What follows belongs to an exercise in optimizing a design on an open flow for small area, a short achievable clock period and few clock cycles; a production flow would make more cautious choices.
Function was checked by simulation only, so behaviour that the tests miss may differ from the original.

Design complex_unit, start of the top module:
module complex_unit (
    input  logic          cpu_clk_i,
    input  logic          rst_i,
    input  logic          flush_i,
    input  logic          cu_valid_i,
    input  logic [2:0]    cu_opcode_i,
    input  logic [31:0]   cu_operand1_i,
    input  logic [31:0]   cu_operand2_i,
    output logic          busy_o,
    output logic [31:0]   result_o,
    output logic          wb_valid_o
);
Size: roughly 110 flip-flops, ~0.025 mm2 of cells after synthesis.
Settings: LEC_CHECK=0, CAP_MARGIN=20, CORE_MARGIN=2, CORE_UTILIZATION=40, SETUP_SLACK_MARGIN=4, SLEW_MARGIN=20; clock period 10.0 ns.
run.sh (not shown) runs the stock make flow with config.mk's settings and CLKGATE_MAP_FILE= SYNTH_SCRIPT=/design/flow/synth_recipe.tcl, a recipe that flattens the netlist after the stock synthesis.
Testbench counts at the start, summed over its fixed seeds: cycles 12,772.
Next try:
--- a/flow/design.v
+++ b/flow/design.v
@@ -105,21 +105,31 @@
     logic        w_x_zero, w_small;
     assign w_lp     = bitlen(r_p[31:0]);
     assign w_lx     = bitlen(r_x[31:0]);
     assign w_j      = w_lp - w_lx;
     assign w_x_zero = (r_x[31:0] == 32'd0);
     assign w_small  = (w_lp < w_lx);
-    logic [64:0] w_t1f, w_t2f;
-    logic [31:0] w_r1, w_r2;
-    logic        w_q1, w_q2;
-    assign w_t1f = bk_add({32'd0, r_p[31:0]}, {31'd0, ~r_x}, 1'b1, 33);
-    assign w_q1  = w_t1f[33];
-    assign w_r1  = w_q1 ? w_t1f[31:0] : r_p[31:0];
-    assign w_t2f = bk_add({32'd0, w_r1}, {32'd0, ~r_x[32:1]}, 1'b1, 32);
-    assign w_q2  = w_t2f[32];
-    assign w_r2  = w_q2 ? w_t2f[31:0] : w_r1;
+    logic [34:0] w_ta, w_tb, w_tc;
+    logic        w_a_ok, w_b_ok, w_c_ok, w_q1, w_q2;
+    logic [31:0] w_r2;
+    assign w_ta   = {3'b0, r_p[31:0]} - {2'b0, r_x};
+    assign w_tb   = {3'b0, r_p[31:0]} - {3'b0, r_x[32:1]};
+    assign w_tc   = {3'b0, r_p[31:0]} - {2'b0, r_x} - {3'b0, r_x[32:1]};
+    assign w_a_ok = !w_ta[34];
+    assign w_b_ok = !w_tb[34];
+    assign w_c_ok = !w_tc[34];
+    assign w_q1   = w_a_ok;
+    assign w_q2   = w_a_ok ? w_c_ok : w_b_ok;
+    always_comb begin
+        case ({w_q1, w_q2})
+            2'b11:   w_r2 = w_tc[31:0];
+            2'b10:   w_r2 = w_ta[31:0];
+            2'b01:   w_r2 = w_tb[31:0];
+            default: w_r2 = r_p[31:0];
+        endcase
+    end
     always_ff @(posedge cpu_clk_i) begin
         if (rst_i || flush_i) begin
             r_state <= S_IDLE;
         end else if (w_accept) begin
             r_state <= !w_is_div ? S_MUL : (w_q0 ? S_DONE : S_NORM);
         end else begin
@@ -1092,31 +1102,9 @@
     assign t447 = (x[31] & d[7]) ^ ~(x[32] & d[6]) ^ t372;
     assign t448 = ((x[31] & d[7]) & ~(x[32] & d[6])) | (t372 & ((x[31] & d[7]) ^ ~(x[32] & d[6])));
     logic [40:0] ra, rb;
     assign ra = {1'b1, ~(x[32] & d[7]), t447, t445, t443, t441, t439, t437, t435, t433, t431, t429, t427, t425, t423, t421, t419, t417, t415, t413, t411, t409, t407, t405, t403, t401, t399, t397, t395, t393, t391, t389, t387, t385, t383, t381, t379, t377, t375, p[1], (x[0] & d[0])};
     assign rb = {1'b0, t448, t446, t444, t442, t440, t438, t436, t434, t432, t430, t428, t426, t424, t422, t420, t418, t416, t414, t412, t410, t408, t406, t404, t402, t400, t398, t396, t394, t392, t390, t388, t386, t384, t382, t380, t378, t376, t374, t373, p[0]};
     logic [41:0] sum;
-    assign sum = bk_add41(ra, rb, 1'b0);
+    assign sum = {1'b0, ra} + {1'b0, rb};
     assign s = sum[40:0];
-    function automatic logic [41:0] bk_add41(input logic [40:0] a, input logic [40:0] b,
-                                             input logic cin);
-        logic [41:0] g, p, gg, pp;
-        g[0] = cin; p[0] = 1'b0;
-        for (int i = 0; i < 41; i++) begin
-            g[i+1] = a[i] & b[i];
-            p[i+1] = a[i] ^ b[i];
-        end
-        gg = g; pp = p;
-        for (int d = 1; d <= 41; d = d * 2)
-            for (int i = 2*d - 1; i <= 41; i = i + 2*d) begin
-                gg[i] = gg[i] | (pp[i] & gg[i-d]);
-                pp[i] = pp[i] & pp[i-d];
-            end
-        for (int d = 64; d >= 1; d = d / 2)
-            for (int i = 3*d - 1; i <= 41; i = i + 2*d) begin
-                gg[i] = gg[i] | (pp[i] & gg[i-d]);
-                pp[i] = pp[i] & pp[i-d];
-            end
-        for (int i = 0; i < 41; i++) bk_add41[i] = p[i+1] ^ gg[i];
-        bk_add41[41] = gg[41];
-    endfunction
 endmodule
Effect: The new run completed with no timing, DRC or antenna violations. Sequential cell count is unchanged. Final cell count goes up by about a fifth. Worst setup slack is better by 0.25 ns. Routed wire length rises by roughly a tenth. Area after synthesis rose by roughly a tenth. Critical path depth is lower by 9. First-iteration DRC count goes up by about a fifth. Cell area goes up by a little under a tenth. Count of clock-buffer cells in the layout climbs by 1.
Testbench counts after the change, summed over its fixed seeds: cycles 12,772.

## what the ideal ports hide
How much do the figures lean on ideal ports? The routed layouts below were timed once more, with nothing changed but the port constraints. Step 1 sets driving cells, clkbuf_16 on the clock port and buf_2 on the other inputs (assumed; they add their load-dependent delay and slew). Step 2 adds t to the input delays and takes it off the output delays; t is the mean of the earliest and latest rising clock arrival at the registers after step 1. Input paths then give back, and output paths get back, about the clock's delay inside the block. a / b / c = ideal / step 1 / step 2; a / b = the first two.
| run | shift t [ns] | setup slack, ns | hold WS [ns] | cell pins on the clock port's net |
|---|---|---|---|---|
| the first run | 0.437 | 3.502 / 3.502 / 3.377 | 0.489 / 0.489 / 0.489 | 1 |
| the second run | 0.442 | 3.753 / 3.777 / 3.335 | 0.541 / 0.541 / 0.541 | 1 |
After both steps every run listed still meets setup and hold. For the second run, which loses most, drivers alone change the setup slack by +0.024 ns; drivers and shift together by -0.418 ns.
